Background: an optimization exercise with open tools, aiming at a short achievable clock period and few clock cycles per item. Do not read the settings as production practice.
Function was checked by simulation only, so behaviour that the tests miss may differ from the original.
Power and IR drop assume default switching activity.

===== flow/config.mk =====
export PLATFORM = sky130hd
export DESIGN_NAME = cpuTop
export DESIGN_NICKNAME = cpuTop
export VERILOG_FILES = /design/flow/design.v
export SDC_FILE = /design/flow/constraint.sdc
export NUM_CORES = 4
export LEC_CHECK = 0
export CAP_MARGIN = 20
export CORE_MARGIN = 2
export CORE_UTILIZATION = 35
export SETUP_SLACK_MARGIN = 3.0
export SLEW_MARGIN = 20
export SYNTH_MEMORY_MAX_BITS = 65536
export TNS_END_PERCENT = 20

===== flow/constraint.sdc =====
create_clock -name core_clock -period 6.5 [get_ports {clk}]
set_input_delay 1.3000 -clock core_clock [delete_from_list [all_inputs] [get_ports {clk}]]
set_output_delay 1.3000 -clock core_clock [all_outputs]
set_load 0.01 [all_outputs]

===== flow/design.v =====
package isaPkg;
    typedef enum logic [2:0] {
        ADD = 3'b000,
        NEG = 3'b001,
        OR  = 3'b010,
        NOT = 3'b011,
        MOV = 3'b100,
        LDI = 3'b111
    } aluFn;
    typedef enum logic [3:0] {
        NONE   = 4'b0000,
        ALWAYS = 4'b0001,
        C      = 4'b0010,
        NC     = 4'b0011,
        Z      = 4'b0100,
        NZ     = 4'b0101,
        V      = 4'b0110,
        NV     = 4'b0111,
        S      = 4'b1000,
        NS     = 4'b1001,
        HALT   = 4'b1111
    } condCode;
    typedef struct packed {
        condCode                cond;
        aluFn                   fn;
        logic [3-1:0] dst;
        logic [3-1:0] srcA;
        logic [3-1:0] srcB;
    } aluWord;
    typedef struct packed {
        condCode     cond;
        logic [11:0] offset;
    } branchWord;
    typedef union packed {
        aluWord    alu;
        branchWord br;
    } instrWord;
endpackage
package corePkg;
    typedef struct packed {
        logic c;
        logic z;
        logic v;
        logic s;
    } aluFlags;
    typedef struct packed {
        logic       w;
        logic [2:0] fn;
        logic [2:0] dst;
        logic [2:0] srcA;
        logic [2:0] srcB;
        logic [3:0] cc;
        logic [6:0] n0;
        logic [6:0] n1;
    } grpEnt;
    typedef struct packed {
        logic       w;
        logic [5:0] fnOh;
        logic [2:0] dst;
        logic [5:0] imm;
        logic [7:0] selA;
        logic [7:0] selB;
        logic [3:0] cc;
        logic [6:0] n0;
        logic [6:0] n1;
    } group;
endpackage
`timescale 1ns/1ps
module progRam #(
    parameter int NWIN = 4
) (
    input  logic                    clk,
    input  logic                    loadValid,
    input  logic [7-1:0] loadAddr,
    input  logic [16-1:0]  loadData,
    input  logic [NWIN*7-1:0] rdAddr,
    output logic [NWIN*31-1:0]      rdGrp,
    output corePkg::grpEnt          grp0
);
    localparam int D  = 128;
    localparam int GW = 31;
    logic [16-1:0] mem [D];
    logic [GW-1:0]          grp [D];
    logic [GW-1:0]          grpNext [D];
    always_ff @(posedge clk)
    begin
        if (loadValid)
            mem[loadAddr] <= loadData;
    end
    for (genvar a = 0; a < D; a++)
    begin : gGrp
        corePkg::grpEnt g;
        cpuSequencer form (.addr(7'(a)), .w0(mem[a]), .w1(mem[(a + 1) % D]),
                           .w2(mem[(a + 2) % D]), .g);
        assign grpNext[a] = g;
    end
    always_ff @(posedge clk)
    begin
        for (int a = 0; a < D; a++)
            grp[a] <= grpNext[a];
    end
    assign grp0 = grpNext[0];
    for (genvar w = 0; w < NWIN; w++)
    begin : gRd
        logic [6:0]    ad;
        logic [7:0]    hi;
        logic [15:0]   lo;
        logic [GW-1:0] acc;
        assign ad = rdAddr[w * 7 +: 7];
        for (genvar k = 0; k < 8; k++)
        begin : gHi
            assign hi[k] = (ad[6:4] == k);
        end
        for (genvar k = 0; k < 16; k++)
        begin : gLo
            assign lo[k] = (ad[3:0] == k);
        end
        logic [8*GW-1:0] row;
        for (genvar h = 0; h < 8; h++)
        begin : gRow
            always_comb
            begin
                row[h * GW +: GW] = '0;
                for (int l = 0; l < 16; l++)
                    row[h * GW +: GW] = row[h * GW +: GW] | ({GW{lo[l]}} & grp[16 * h + l]);
            end
        end
        always_comb
        begin
            acc = '0;
            for (int h = 0; h < 8; h++)
                acc = acc | ({GW{hi[h]}} & row[h * GW +: GW]);
        end
        assign rdGrp[w * GW +: GW] = acc;
    end
endmodule
`timescale 1ns/1ps
module regBank (
    input  logic                   clk,
    input  logic                   rstN,
    input  logic                   wrEn,
    input  logic [3-1:0] wrIdx,
    input  logic [16-1:0] wrData,
    input  logic [4*8-1:0] rdSel,
    output logic [4*16-1:0] rdData
);
    logic [16-1:0] regs [8];
    always_ff @(posedge clk)
    begin
        for (int i = 0; i < 8; i++)
        begin
            if (!rstN)
                regs[i] <= '0;
            else if (wrEn && wrIdx == i)
                regs[i] <= wrData;
        end
    end
    always_comb
    begin
        rdData = '0;
        for (int p = 0; p < 4; p++)
            for (int i = 0; i < 8; i++)
                rdData[p * 16 +: 16] = rdData[p * 16 +: 16]
                    | ({16{rdSel[p * 8 + i]}} & regs[i]);
    end
endmodule
`timescale 1ns/1ps
module aluUnit (
    input  logic [5:0]             fnOh,
    input  logic [5:0]             imm,
    input  logic [16-1:0] rdA,
    input  logic [16-1:0] rdB,
    output logic [16-1:0] aluResult,
    output corePkg::aluFlags       addFlags
);
    localparam int Msb = 16 - 1;
    logic [16:0] sum;
    assign sum = {1'b0, rdA} + {1'b0, rdB};
    assign aluResult = ({16{fnOh[0]}} & sum[Msb:0])
                     | ({16{fnOh[1]}} & (-rdB))
                     | ({16{fnOh[2]}} & (rdA | rdB))
                     | ({16{fnOh[3]}} & ~rdB)
                     | ({16{fnOh[4]}} & rdB)
                     | ({16{fnOh[5]}} & {{(16 - 6){imm[5]}}, imm});
    assign addFlags.c = sum[16];
    assign addFlags.z = ((rdA ^ rdB) == {(rdA[Msb-1:0] | rdB[Msb-1:0]), 1'b0});
    assign addFlags.v = (rdA[Msb] == rdB[Msb]) && (sum[Msb] != rdA[Msb]);
    assign addFlags.s = sum[Msb];
endmodule
`timescale 1ns/1ps
module branchUnit (
    input  logic [3:0]       cc,
    input  corePkg::aluFlags flags,
    output logic             taken
);
    always_comb
    begin
        case (cc)
            isaPkg::ALWAYS: taken = 1'b1;
            isaPkg::C:      taken = flags.c;
            isaPkg::NC:     taken = !flags.c;
            isaPkg::Z:      taken = flags.z;
            isaPkg::NZ:     taken = !flags.z;
            isaPkg::V:      taken = flags.v;
            isaPkg::NV:     taken = !flags.v;
            isaPkg::S:      taken = flags.s;
            isaPkg::NS:     taken = !flags.s;
            default:        taken = 1'b0;
        endcase
    end
endmodule
`timescale 1ns/1ps
module cpuSequencer (
    input  logic [7-1:0] addr,
    input  logic [16-1:0]  w0,
    input  logic [16-1:0]  w1,
    input  logic [16-1:0]  w2,
    output corePkg::grpEnt          g
);
    logic       isW0, isW1, isW2;
    logic       isJ0, isJ1, isJ2;
    logic       isNop1, isNop2;
    logic       halt0, halt1;
    logic [3:0] cc0, cc1;
    logic [6:0] tgt0, tgt1, tgt2;
    logic       fall0, fall1;
    logic       jump01, nop01, jump12, nop12;
    function automatic logic writes(input logic [15:0] w);
        writes = (w[15:12] == 4'h0) && (w[11:9] != 3'b101) && (w[11:9] != 3'b110);
    endfunction
    function automatic logic noOp(input logic [15:0] w);
        noOp = (w[15:12] == 4'h0) ? !writes(w) : (w[15:12] >= 4'ha && w[15:12] <= 4'he);
    endfunction
    function automatic logic [3:0] cond(input logic [15:0] w);
        if (w[15:12] == 4'hf)
            cond = 4'hf;
        else if (w[15:12] >= 4'h1 && w[15:12] <= 4'h9)
            cond = w[15:12];
        else
            cond = 4'h0;
    endfunction
    assign isW0 = writes(w0);
    assign isW1 = writes(w1);
    assign isW2 = writes(w2);
    assign isJ0 = (w0[15:12] == 4'h1);
    assign isJ1 = (w1[15:12] == 4'h1);
    assign isJ2 = (w2[15:12] == 4'h1);
    assign isNop1 = noOp(w1);
    assign isNop2 = noOp(w2);
    assign halt0 = (w0[15:12] == 4'hf);
    assign halt1 = (w1[15:12] == 4'hf);
    assign cc0 = cond(w0);
    assign cc1 = cond(w1);
    assign tgt0 = addr + 7'd1 + w0[6:0];
    assign tgt1 = addr + 7'd2 + w1[6:0];
    assign tgt2 = addr + 7'd3 + w2[6:0];
    assign fall0  = !isW0 && !halt0 && !isJ0;
    assign fall1  = !isW1 && !halt1 && !isJ1;
    assign jump01 = fall0 && isJ1;
    assign nop01  = fall0 && isNop1;
    assign jump12 = fall1 && isJ2;
    assign nop12  = fall1 && isNop2;
    always_comb
    begin
        g.w    = isW0;
        g.fn   = w0[11:9];
        g.dst  = w0[8:6];
        g.srcA = w0[5:3];
        g.srcB = w0[2:0];
        if (isW0)
        begin
            g.cc = isW1 ? 4'd0 : cc1;
            g.n1 = tgt1;
            if (isW1)
                g.n0 = addr + 7'd1;
            else if (jump12)
                g.n0 = tgt2;
            else if (nop12)
                g.n0 = addr + 7'd3;
            else
                g.n0 = addr + 7'd2;
        end
        else
        begin
            g.cc = cc0;
            g.n1 = tgt0;
            if (jump01)
                g.n0 = tgt1;
            else if (nop01)
                g.n0 = addr + 7'd2;
            else
                g.n0 = addr + 7'd1;
        end
    end
endmodule
module groupPrep (
    input  corePkg::grpEnt e,
    output corePkg::group  g
);
    always_comb
    begin
        g.w    = e.w;
        g.fnOh = {e.fn == 3'b111, e.fn == 3'b100, e.fn == 3'b011,
                  e.fn == 3'b010, e.fn == 3'b001, e.fn == 3'b000};
        g.dst  = e.dst;
        g.imm  = {e.srcA, e.srcB};
        for (int k = 0; k < 8; k++)
        begin
            g.selA[k] = (e.srcA == k);
            g.selB[k] = (e.srcB == k);
        end
        g.cc   = e.cc;
        g.n0   = e.n0;
        g.n1   = e.n1;
    end
endmodule
`timescale 1ns/1ps
module cpuTop (
    input  logic                    clk,
    input  logic                    rstN,
    input  logic                    loadValid,
    input  logic [7-1:0] loadAddr,
    input  logic [16-1:0]  loadData,
    input  logic                    start,
    output logic                    wbValid,
    output logic [3-1:0]  wbReg,
    output logic [16-1:0]  wbData,
    output logic                    halted
);
    localparam int GW = 31;
    logic                   run;
    logic                   haltNext;
    logic [3:0]             condPrev;
    corePkg::aluFlags       flags;
    corePkg::group          cand0;
    corePkg::group          cand1;
    logic                   sel;
    corePkg::group          cur;
    logic                   curHalt;
    logic [4*7-1:0] rdAddr;
    logic [4*GW-1:0]        rdGrp;
    corePkg::grpEnt         grp0;
    corePkg::group          next0;
    corePkg::group          next1;
    corePkg::group          next2;
    corePkg::group          next3;
    corePkg::group          first;
    logic [4*16-1:0] rdData;
    logic [16-1:0] res0;
    logic [16-1:0] res1;
    corePkg::aluFlags       resFlags0;
    corePkg::aluFlags       resFlags1;
    logic [16-1:0] result;
    logic                   doWrite;
    assign rdAddr = {cand1.n1, cand1.n0, cand0.n1, cand0.n0};
    progRam #(.NWIN(4)) prog (.clk, .loadValid, .loadAddr, .loadData, .rdAddr, .rdGrp, .grp0);
    groupPrep prep0 (.e(rdGrp[0 * GW +: GW]), .g(next0));
    groupPrep prep1 (.e(rdGrp[1 * GW +: GW]), .g(next1));
    groupPrep prep2 (.e(rdGrp[2 * GW +: GW]), .g(next2));
    groupPrep prep3 (.e(rdGrp[3 * GW +: GW]), .g(next3));
    groupPrep prepF (.e(grp0), .g(first));
    branchUnit branch (.cc(condPrev), .flags, .taken(sel));
    assign cur = sel ? cand1 : cand0;
    assign curHalt = (cur.cc == 4'hf);
    assign doWrite = run && cur.w;
    regBank regs (.clk, .rstN, .wrEn(doWrite), .wrIdx(cur.dst), .wrData(result),
                  .rdSel({cand1.selB, cand1.selA, cand0.selB, cand0.selA}), .rdData);
    aluUnit alu0 (.fnOh(cand0.fnOh), .imm(cand0.imm), .rdA(rdData[0 +: 16]),
                  .rdB(rdData[16 +: 16]), .aluResult(res0), .addFlags(resFlags0));
    aluUnit alu1 (.fnOh(cand1.fnOh), .imm(cand1.imm), .rdA(rdData[32 +: 16]),
                  .rdB(rdData[48 +: 16]), .aluResult(res1), .addFlags(resFlags1));
    assign result = sel ? res1 : res0;
    always_ff @(posedge clk)
    begin
        if (!rstN)
            flags <= '0;
        else if (doWrite && cur.fnOh[0])
            flags <= sel ? resFlags1 : resFlags0;
    end
    always_ff @(posedge clk)
    begin
        if (!rstN)
        begin
            run <= 1'b0;
            haltNext <= 1'b0;
            halted <= 1'b0;
            wbValid <= 1'b0;
        end
        else
        begin
            wbValid <= doWrite;
            haltNext <= 1'b0;
            if (haltNext)
                halted <= 1'b1;
            if (run && curHalt)
            begin
                run <= 1'b0;
                if (cur.w)
                    haltNext <= 1'b1;
                else
                    halted <= 1'b1;
            end
            if (start)
            begin
                run <= 1'b1;
                halted <= 1'b0;
            end
        end
    end
    always_ff @(posedge clk)
    begin
        wbReg <= cur.dst;
        wbData <= result;
    end
    always_ff @(posedge clk)
    begin
        if (run)
        begin
            cand0 <= sel ? next2 : next0;
            cand1 <= sel ? next3 : next1;
            condPrev <= cur.cc;
        end
        else
        begin
            cand0 <= first;
            cand1 <= first;
            condPrev <= 4'd0;
        end
    end
endmodule

===== flow/run.sh =====
#!/bin/bash
# synth_recipe.tcl (not shown) runs the flow's synth.tcl, then flattens the netlist and writes it again
# the make line also repeats each setting of config.mk as NAME=value (left out here)
make -C /OpenROAD-flow-scripts/flow DESIGN_CONFIG=/design/flow/config.mk WORK_HOME=/design/flow/orfs CLKGATE_MAP_FILE= SYNTH_SCRIPT=/design/flow/synth_recipe.tcl finish

==> results of run 1 <==
routing by layer:
metal	GRT overflow	GRT usage, %
met1	972	92.98
met2	4362	97.84
met3	1170	88.60
met4	2787	90.94
met5	105	76.77
synthesized netlist by cell type, types with 142 or more instances:
master    number
nor2_1       939
nor3_1       317
buf_2        448
nand2_1     2611
nand4_1      763
a221oi_1    1914
o22ai_1      575
ha_1         195
clkbuf_1    1907
a21oi_1      997
a32oi_1      142
a22oi_1     3160
buf_1        399
dfxtp_1     4227
inv_1        455
a22o_1      1966
o21ai_0     1929
and3_1       243
nand3_1      878
mux2i_1      949
or3_1        159
mux2_2       322
a222oi_1     236
xor2_1       511
xnor2_1      338
edfxtp_1    2048
a31oi_1      198
power by group through the flow:
| stage | logic (mW) | registers, mW | clock network (mW) |
|---|---|---|---|
| 4_1_cts | 51.9 | 41.6 | 42.7 |
| 3_3_place_gp | 45.2 | 42.8 | 0 |
| 3_5_place_dp | 45.2 | 42.8 | 0 |
| 2_1_floorplan | 11.9 | 41.8 | 0 |
per-stage QoR:
step	setup slack [ns]	TNS (ns)	util [%]	power [mW]
2_1_floorplan	3.023	0	-	53.67
3_3_place_gp	-1.859	-14.35	39.35	88.05
3_5_place_dp	0.4137	0	39.49	88.01
4_1_cts	1.968	0	45.41	136.3
cells by family after synthesis:
group / synth area share [%]
fa+ha+maj: 0.8023
flops: 47.27
mux: 4.563
compound gates: 29.70
xor+xnor: 2.406
buf+inv: 4.281
simple gates: 10.98
repair_timing:
action,4_1_cts
resized for setup,2398
endpoints found under the hold margin,0
gates cloned,122
setup endpoints to repair,965
pin swaps,582
buffers inserted,1317
how the worst min path moves through the flow:
stage                                 from                end  slack, ns  cells past startpoint
after floorplan           prog.mem[100][7]  prog.grp[100][25]       0.32                      0
after global placement     prog.mem[23][8]   prog.grp[23][26]       0.32                      0
after detailed placement  prog.mem[118][7]  prog.grp[118][25]       0.33                      0
after CTS                  prog.mem[76][8]   prog.grp[76][26]       0.27                      0
==> flow_summary.ini, run 1 <==
[status]
status = aborted with a tool error
stop_stage = 5_1_grt
firstError = [ERROR GRT-0116] Global routing finished with congestion. Check the congestion regions in the DRC Viewer.

[synthesis]
syn_area_um2 = 309100
synth.area.top_cells = dfxtp_1 27%, edfxtp_1 20%, a22oi_1 7.7%
syn_area_per_cell_um2 = 9.885
synth-main-ff-cell = dfxtp_1
synth-seq-cells = 6275
synth_warnings = 11
synth_top_cell_area_share_pct = 27.38
async_flop_share_pct = 0
syn-num-nets = 31490
synth_edf_count = 2048
yosysTopAreaCell = dfxtp_1
synth_cell_types = 103
seq_area_frac_synth_pct = 47.27
syn_inst = 31270

[cts]
cts_sinks = 6275
cts_buffer_depth = 5
h-tree-depth = 6
clockRootBuffer = clkbuf_16
cts_buffers = 718
cts_hold_buf = 0

[placement]
placed_area_um2 = 348100
placedCellCount = 43440
dp_hpwl_um = 2860000
place.gp.congestion = 1.347
port_buffers = 47

[floorplan]
dieWidth_um = 943.7
rows = 345
start_util_pct = 35.07
die_h_um = 943.7
io_pins = 48

[global_route]
grt_max_degree = 69
overflow = 9396
grt_pass1_wl_um = 5614000
grt_pass1_vias = 450700
grt.total_usage_pct = 92.67
Testbench counts, summed over its fixed seeds: cycles 15,463, instrs 21,904.
==> inputs of run 2 (changes only) <==
--- a/flow/design.v
+++ b/flow/design.v
@@ -46,2 +46,13 @@
     typedef struct packed {
+        logic       isW;
+        logic       isJ;
+        logic       isNop;
+        logic [3:0] cc;
+        logic [6:0] tgt;
+        logic [2:0] fn;
+        logic [2:0] dst;
+        logic [2:0] srcA;
+        logic [2:0] srcB;
+    } wordEnt;
+    typedef struct packed {
         logic       w;
@@ -63,4 +74,4 @@
         logic [3:0] cc;
-        logic [6:0] n0;
-        logic [6:0] n1;
+        logic [127:0] n0;
+        logic [127:0] n1;
     } group;
@@ -75,3 +86,3 @@
     input  logic [16-1:0]  loadData,
-    input  logic [NWIN*7-1:0] rdAddr,
+    input  logic [NWIN*128-1:0] rdPtr,
     output logic [NWIN*31-1:0]      rdGrp,
@@ -81,5 +92,24 @@
     localparam int GW = 31;
-    logic [16-1:0] mem [D];
+    localparam int WW = 26;
+    logic [WW-1:0]          mem [D];
+    corePkg::wordEnt        ldEnt;
     logic [GW-1:0]          grp [D];
     logic [GW-1:0]          grpNext [D];
+    always_comb
+    begin
+        ldEnt.isW   = (loadData[15:12] == 4'h0) && (loadData[11:9] != 3'b101) && (loadData[11:9] != 3'b110);
+        ldEnt.isJ   = (loadData[15:12] == 4'h1);
+        ldEnt.isNop = (loadData[15:12] == 4'h0) ? !ldEnt.isW : (loadData[15:12] >= 4'ha && loadData[15:12] <= 4'he);
+        if (loadData[15:12] == 4'hf)
+            ldEnt.cc = 4'hf;
+        else if (loadData[15:12] >= 4'h1 && loadData[15:12] <= 4'h9)
+            ldEnt.cc = loadData[15:12];
+        else
+            ldEnt.cc = 4'h0;
+        ldEnt.tgt  = loadAddr + 7'd1 + loadData[6:0];
+        ldEnt.fn   = loadData[11:9];
+        ldEnt.dst  = loadData[8:6];
+        ldEnt.srcA = loadData[5:3];
+        ldEnt.srcB = loadData[2:0];
+    end
     always_ff @(posedge clk)
@@ -87,3 +117,3 @@
         if (loadValid)
-            mem[loadAddr] <= loadData;
+            mem[loadAddr] <= ldEnt;
     end
@@ -101,28 +131,6 @@
     end
-    assign grp0 = grpNext[0];
+    assign grp0 = grp[0];
     for (genvar w = 0; w < NWIN; w++)
     begin : gRd
-        logic [6:0]    ad;
-        logic [7:0]    hi;
-        logic [15:0]   lo;
         logic [GW-1:0] acc;
-        assign ad = rdAddr[w * 7 +: 7];
-        for (genvar k = 0; k < 8; k++)
-        begin : gHi
-            assign hi[k] = (ad[6:4] == k);
-        end
-        for (genvar k = 0; k < 16; k++)
-        begin : gLo
-            assign lo[k] = (ad[3:0] == k);
-        end
-        logic [8*GW-1:0] row;
-        for (genvar h = 0; h < 8; h++)
-        begin : gRow
-            always_comb
-            begin
-                row[h * GW +: GW] = '0;
-                for (int l = 0; l < 16; l++)
-                    row[h * GW +: GW] = row[h * GW +: GW] | ({GW{lo[l]}} & grp[16 * h + l]);
-            end
-        end
         always_comb
@@ -130,4 +138,4 @@
             acc = '0;
-            for (int h = 0; h < 8; h++)
-                acc = acc | ({GW{hi[h]}} & row[h * GW +: GW]);
+            for (int i = 0; i < D; i++)
+                acc = acc | ({GW{rdPtr[w * D + i]}} & grp[i]);
         end
@@ -177,3 +185,23 @@
     logic [16:0] sum;
-    assign sum = {1'b0, rdA} + {1'b0, rdB};
+    logic [15:0] gen [5];
+    logic [15:0] prop [5];
+    assign gen[0]  = rdA & rdB;
+    assign prop[0] = rdA ^ rdB;
+    for (genvar k = 0; k < 4; k++)
+    begin : gLvl
+        for (genvar i = 0; i < 16; i++)
+        begin : gBit
+            if (i >= (1 << k))
+            begin : gComb
+                assign gen[k + 1][i]  = gen[k][i] | (prop[k][i] & gen[k][i - (1 << k)]);
+                assign prop[k + 1][i] = prop[k][i] & prop[k][i - (1 << k)];
+            end
+            else
+            begin : gPass
+                assign gen[k + 1][i]  = gen[k][i];
+                assign prop[k + 1][i] = prop[k][i];
+            end
+        end
+    end
+    assign sum = {gen[4][15], prop[0] ^ {gen[4][14:0], 1'b0}};
     assign aluResult = ({16{fnOh[0]}} & sum[Msb:0])
@@ -214,50 +242,18 @@
     input  logic [7-1:0] addr,
-    input  logic [16-1:0]  w0,
-    input  logic [16-1:0]  w1,
-    input  logic [16-1:0]  w2,
+    input  corePkg::wordEnt         w0,
+    input  corePkg::wordEnt         w1,
+    input  corePkg::wordEnt         w2,
     output corePkg::grpEnt          g
 );
-    logic       isW0, isW1, isW2;
-    logic       isJ0, isJ1, isJ2;
-    logic       isNop1, isNop2;
-    logic       halt0, halt1;
-    logic [3:0] cc0, cc1;
-    logic [6:0] tgt0, tgt1, tgt2;
+    logic       isW0, isW1;
     logic       fall0, fall1;
     logic       jump01, nop01, jump12, nop12;
-    function automatic logic writes(input logic [15:0] w);
-        writes = (w[15:12] == 4'h0) && (w[11:9] != 3'b101) && (w[11:9] != 3'b110);
-    endfunction
-    function automatic logic noOp(input logic [15:0] w);
-        noOp = (w[15:12] == 4'h0) ? !writes(w) : (w[15:12] >= 4'ha && w[15:12] <= 4'he);
-    endfunction
-    function automatic logic [3:0] cond(input logic [15:0] w);
-        if (w[15:12] == 4'hf)
-            cond = 4'hf;
-        else if (w[15:12] >= 4'h1 && w[15:12] <= 4'h9)
-            cond = w[15:12];
-        else
-            cond = 4'h0;
-    endfunction
-    assign isW0 = writes(w0);
-    assign isW1 = writes(w1);
-    assign isW2 = writes(w2);
-    assign isJ0 = (w0[15:12] == 4'h1);
-    assign isJ1 = (w1[15:12] == 4'h1);
-    assign isJ2 = (w2[15:12] == 4'h1);
-    assign isNop1 = noOp(w1);
-    assign isNop2 = noOp(w2);
-    assign halt0 = (w0[15:12] == 4'hf);
-    assign halt1 = (w1[15:12] == 4'hf);
-    assign cc0 = cond(w0);
-    assign cc1 = cond(w1);
-    assign tgt0 = addr + 7'd1 + w0[6:0];
-    assign tgt1 = addr + 7'd2 + w1[6:0];
-    assign tgt2 = addr + 7'd3 + w2[6:0];
-    assign fall0  = !isW0 && !halt0 && !isJ0;
-    assign fall1  = !isW1 && !halt1 && !isJ1;
-    assign jump01 = fall0 && isJ1;
-    assign nop01  = fall0 && isNop1;
-    assign jump12 = fall1 && isJ2;
-    assign nop12  = fall1 && isNop2;
+    assign isW0 = w0.isW;
+    assign isW1 = w1.isW;
+    assign fall0  = !w0.isW && (w0.cc != 4'hf) && !w0.isJ;
+    assign fall1  = !w1.isW && (w1.cc != 4'hf) && !w1.isJ;
+    assign jump01 = fall0 && w1.isJ;
+    assign nop01  = fall0 && w1.isNop;
+    assign jump12 = fall1 && w2.isJ;
+    assign nop12  = fall1 && w2.isNop;
     always_comb
@@ -265,10 +261,10 @@
         g.w    = isW0;
-        g.fn   = w0[11:9];
-        g.dst  = w0[8:6];
-        g.srcA = w0[5:3];
-        g.srcB = w0[2:0];
+        g.fn   = w0.fn;
+        g.dst  = w0.dst;
+        g.srcA = w0.srcA;
+        g.srcB = w0.srcB;
         if (isW0)
         begin
-            g.cc = isW1 ? 4'd0 : cc1;
-            g.n1 = tgt1;
+            g.cc = isW1 ? 4'd0 : w1.cc;
+            g.n1 = w1.tgt;
             if (isW1)
@@ -276,3 +272,3 @@
             else if (jump12)
-                g.n0 = tgt2;
+                g.n0 = w2.tgt;
             else if (nop12)
@@ -284,6 +280,6 @@
         begin
-            g.cc = cc0;
-            g.n1 = tgt0;
+            g.cc = w0.cc;
+            g.n1 = w0.tgt;
             if (jump01)
-                g.n0 = tgt1;
+                g.n0 = w1.tgt;
             else if (nop01)
@@ -312,4 +308,7 @@
         g.cc   = e.cc;
-        g.n0   = e.n0;
-        g.n1   = e.n1;
+        for (int k = 0; k < 128; k++)
+        begin
+            g.n0[k] = (e.n0 == k);
+            g.n1[k] = (e.n1 == k);
+        end
     end
@@ -339,3 +338,3 @@
     logic                   curHalt;
-    logic [4*7-1:0] rdAddr;
+    logic [4*128-1:0] rdPtr;
     logic [4*GW-1:0]        rdGrp;
@@ -347,2 +346,4 @@
     corePkg::group          first;
+    corePkg::group          dummy;
+    logic                   lowLoad;
     logic [4*16-1:0] rdData;
@@ -354,4 +355,4 @@
     logic                   doWrite;
-    assign rdAddr = {cand1.n1, cand1.n0, cand0.n1, cand0.n0};
-    progRam #(.NWIN(4)) prog (.clk, .loadValid, .loadAddr, .loadData, .rdAddr, .rdGrp, .grp0);
+    assign rdPtr = {cand1.n1, cand1.n0, cand0.n1, cand0.n0};
+    progRam #(.NWIN(4)) prog (.clk, .loadValid, .loadAddr, .loadData, .rdPtr, .rdGrp, .grp0);
     groupPrep prep0 (.e(rdGrp[0 * GW +: GW]), .g(next0));
@@ -416,2 +417,11 @@
     begin
+        lowLoad <= loadValid && (loadAddr <= 7'd2);
+    end
+    always_comb
+    begin
+        dummy = '0;
+        dummy.n0[0] = 1'b1;
+    end
+    always_ff @(posedge clk)
+    begin
         if (run)
@@ -424,4 +434,4 @@
         begin
-            cand0 <= first;
-            cand1 <= first;
+            cand0 <= lowLoad ? dummy : first;
+            cand1 <= lowLoad ? dummy : first;
             condPrev <= 4'd0;
--- a/flow/config.mk
+++ b/flow/config.mk
@@ -9,3 +9,4 @@
 export CORE_MARGIN = 2
-export CORE_UTILIZATION = 35
+export CORE_UTILIZATION = 20
+export PLACE_DENSITY = 0.3
 export SETUP_SLACK_MARGIN = 3.0
@@ -13,2 +14 @@
 export SYNTH_MEMORY_MAX_BITS = 65536
-export TNS_END_PERCENT = 20
==> flow_summary.ini, run 2 <==
[cts]
h-tree-depth = 6
cts_sinks = 8040
cts_buffers = 956
cts_hold_buf = 0
clockRootBuffer = clkbuf_16
cts_buffer_depth = 5

[placement]
port_buffers = 47
place.gp.congestion = 1.387
dp_hpwl_um = 4989000

[global_route]
grt_pass1_vias = 456300
overflow = 25660
grt_pass1_wl_um = 8470000
grt.total_usage_pct = 83.38
grt_max_degree = 129

[synthesis]
synthTopCellsByCount = 4,712 x dfxtp_1, 3,374 x a22o_1, 3,328 x edfxtp_1
seq_area_frac_synth_pct = 59.09
synth_edf_count = 3328
synthMuxAreaShare_pct = 3.068
synth-main-ff-cell = dfxtp_1
synth-seq-cells = 8040
async_flop_share_pct = 0
synth-adder-area-share_pct = 0.2923
synthSimpleGateAreaFrac_pct = 6.823
syn_inst = 27160
synth_warnings = 14
synth.area.top_cells = edfxtp_1 30%, dfxtp_1 29%, a22o_1 9.0%
synth_top_family_by_area = compound AO/OA/AOI/OAI gates
syn_area_per_cell_um2 = 12.11
synthXorXnorAreaFrac_pct = 0.2051
yosysTopAreaCell = edfxtp_1
synth_compound_area_share_pct = 26.95
synth_top_cell_area_share_pct = 30.40
synth_cell_types = 96
synth.most_common_cell = dfxtp_1
syn_area_um2 = 328700
syn-num-nets = 27260

[floorplan]
rows = 471
io_pins = 48
start_util_pct = 20.02
die_h_um = 1286
dieWidth_um = 1286

[status]
stop_stage = 5_1_grt
status = aborted with a tool error
firstError = [ERROR GRT-0116] Global routing finished with congestion. Check the congestion regions in the DRC Viewer.
==> run 2: cell count changes after synthesis, sizes merged, moves of 539 or more <==
cell / delta
a21oi: -709
a221oi: +1356
a22o: +1408
a22oi: -1422
edfxtp: +1280
mux2: +539
mux2i: -916
nand2: -1544
nand3: -591
o21ai: -1388
==> run 2: cell families after synthesis <==
kind of cell | after synthesis
adder cells (fa/ha/maj) | 75
AND/OR/NAND/NOR | 4128
XOR/XNOR | 77
buffers and inverters | 2990
AO/OA/AOI/OAI | 10950
flip-flops | 8040
multiplexers | 895
==> run 2: how the worst max path moves through the flow <==
| stage | depth (start not counted) | endpoint | slack [ns] | startpoint |
|---|---|---|---|---|
| global placement | 5 | prog.mem[10][12] | 0.34 | loadAddr[4] |
| CTS | 12 | cand0[212] | 2.52 | cand0[205] |
| detailed placement | 11 | cand0[219] | 0.72 | cand0[155] |
| floorplan | 1 | prog.mem[0][24] | 2.23 | loadData[13] |
==> run 2: timing repair <==
| item | in CTS |
|---|---|
| buffers inserted | 2333 |
| endpoints found under the setup margin | 2035 |
| resized for setup | 3898 |
| pin swaps | 666 |
| gates cloned | 21 |
==> run 2: through the flow <==
step                util [%]  setup WS [ns]  instances  hold slack, ns  instance area (µm²)
floorplan                  -          2.235      27160          0.3233               329000
global placement       23.38         0.3377      50410          0.3235               383800
detailed placement     23.53         0.7196      50510          0.3269               386300
CTS                    28.24          2.519      54680          0.2580               463600
==> run 2: metal layers <==
layer	GRT overflow	track usage, %
met4	5420	76.62
met2	18580	93.51
met5	77	62.26
met3	866	75.39
met1	710	84.42
==> run 2: power groups by stage <==
stage	registers, mW	clock network [mW]	logic, mW
3_5_place_dp	57.6	0	28.3
2_1_floorplan	54.7	0	8.95
3_3_place_gp	57.9	0	28.4
4_1_cts	55.0	58.0	39.7
Testbench counts of run 2, summed over its fixed seeds: cycles 15,463, instrs 21,904.
==> inputs of run 3 (changes only) <==
--- a/flow/design.v
+++ b/flow/design.v
@@ -338,4 +338,4 @@
     logic                   curHalt;
-    logic [4*128-1:0] rdPtr;
-    logic [4*GW-1:0]        rdGrp;
+    logic [2*128-1:0] rdPtr;
+    logic [2*GW-1:0]        rdGrp;
     corePkg::grpEnt         grp0;
@@ -343,4 +343,2 @@
     corePkg::group          next1;
-    corePkg::group          next2;
-    corePkg::group          next3;
     corePkg::group          first;
@@ -355,8 +353,6 @@
     logic                   doWrite;
-    assign rdPtr = {cand1.n1, cand1.n0, cand0.n1, cand0.n0};
-    progRam #(.NWIN(4)) prog (.clk, .loadValid, .loadAddr, .loadData, .rdPtr, .rdGrp, .grp0);
+    assign rdPtr = sel ? {cand1.n1, cand1.n0} : {cand0.n1, cand0.n0};
+    progRam #(.NWIN(2)) prog (.clk, .loadValid, .loadAddr, .loadData, .rdPtr, .rdGrp, .grp0);
     groupPrep prep0 (.e(rdGrp[0 * GW +: GW]), .g(next0));
     groupPrep prep1 (.e(rdGrp[1 * GW +: GW]), .g(next1));
-    groupPrep prep2 (.e(rdGrp[2 * GW +: GW]), .g(next2));
-    groupPrep prep3 (.e(rdGrp[3 * GW +: GW]), .g(next3));
     groupPrep prepF (.e(grp0), .g(first));
@@ -428,4 +424,4 @@
         begin
-            cand0 <= sel ? next2 : next0;
-            cand1 <= sel ? next3 : next1;
+            cand0 <= next0;
+            cand1 <= next1;
             condPrev <= cur.cc;
--- a/flow/config.mk
+++ b/flow/config.mk
@@ -9,5 +9,5 @@
 export CORE_MARGIN = 2
-export CORE_UTILIZATION = 20
-export PLACE_DENSITY = 0.3
-export SETUP_SLACK_MARGIN = 3.0
+export CORE_UTILIZATION = 25
+export PLACE_DENSITY = 0.35
+export SETUP_SLACK_MARGIN = 2.0
 export SLEW_MARGIN = 20
==> flow_summary.ini, run 3 <==
[global_route]
grt_pass1_vias = 362900
overflow = 2526
grt.total_usage_pct = 76.93
grt_pass1_wl_um = 6126000
grt_max_degree = 128

[synthesis]
synth_top_cell_area_share_pct = 30.96
syn_inst = 28030
synth_warnings = 14
syn-num-nets = 28130
synth-seq-cells = 8040
synth_edf_count = 3328
synthTopCellsByCount = 5,471 x nand2_1, 4,712 x dfxtp_1, 3,328 x edfxtp_1
synth.most_common_cell = nand2_1
yosysTopAreaCell = edfxtp_1
syn_area_per_cell_um2 = 11.52
seq_area_frac_synth_pct = 60.18
synth.area.top_cells = edfxtp_1 31%, dfxtp_1 29%, mux2i_1 6.8%
async_flop_share_pct = 0
syn_area_um2 = 322800
synth_cell_types = 84
synth-main-ff-cell = dfxtp_1

[floorplan]
io_pins = 48
dieWidth_um = 1140
rows = 417
die_h_um = 1140
start_util_pct = 25.06

[cts]
clockRootBuffer = clkbuf_16
h-tree-depth = 6
cts_buffer_depth = 5
cts_buffers = 916
cts_hold_buf = 0
cts_sinks = 8040

[status]
stop_stage = 5_1_grt
firstError = [ERROR GRT-0116] Global routing finished with congestion. Check the congestion regions in the DRC Viewer.
status = aborted with a tool error

[placement]
port_buffers = 47
dp_hpwl_um = 4045000
placedCellCount = 48950
place.gp.congestion = 1.480
-- run 3: routing by layer --
| metal | track usage, % | GRT overflow |
|---|---|---|
| met1 | 79.83 | 114 |
| met2 | 85.56 | 1561 |
| met3 | 67.67 | 157 |
| met4 | 70.62 | 686 |
| met5 | 56.17 | 8 |
-- run 3: cells by family after synthesis --
kind of cell	synth area share (%)
muxes	10.69
AOI/OAI and AO/OA	14.44
adders and majority gates	0.2977
buffers and inverters	3.582
DFF	60.18
xor gates and xnor gates	0.2469
and+or+nand+nor	10.56
-- run 3: worst max path at each step --
stage | startpoint | endpoint | slack, ns | cells after the start
detailed placement | condPrev[2] | cand1[187] | -1.50 | 21
global placement | condPrev[2] | cand0[94] | -4.28 | 17
floorplan | loadAddr[0] | prog.mem[0][18] | 2.05 | 11
CTS | condPrev[2] | cand0[216] | 0.09 | 22
-- run 3: repair_timing --
item,in CTS
setup endpoints to repair,727
pin swaps,85
buffers inserted,151
resized for setup,618
cloned,33
-- run 3: power groups by stage --
stage,Sequential (mW),Combinational [mW],Clock (mW)
after global placement,55.8,16.9,0
after CTS,54.6,17.8,56.1
after detailed placement,55.7,16.8,0
after floorplan,54.5,4.86,0
-- run 3: through the flow --
step	TNS, ns	total power [mW]	instance area (µm²)	hold slack, ns	worst slack (ns)
CTS	0	128.6	436900	0.2633	0.08880
detailed placement	-463.11	72.51	399000	0.3269	-1.505
global placement	-1579.27	72.70	394800	0.3232	-4.281
floorplan	0	59.35	322900	0.3233	2.050
Testbench counts of run 3, summed over its fixed seeds: cycles 15,463, instrs 21,904.
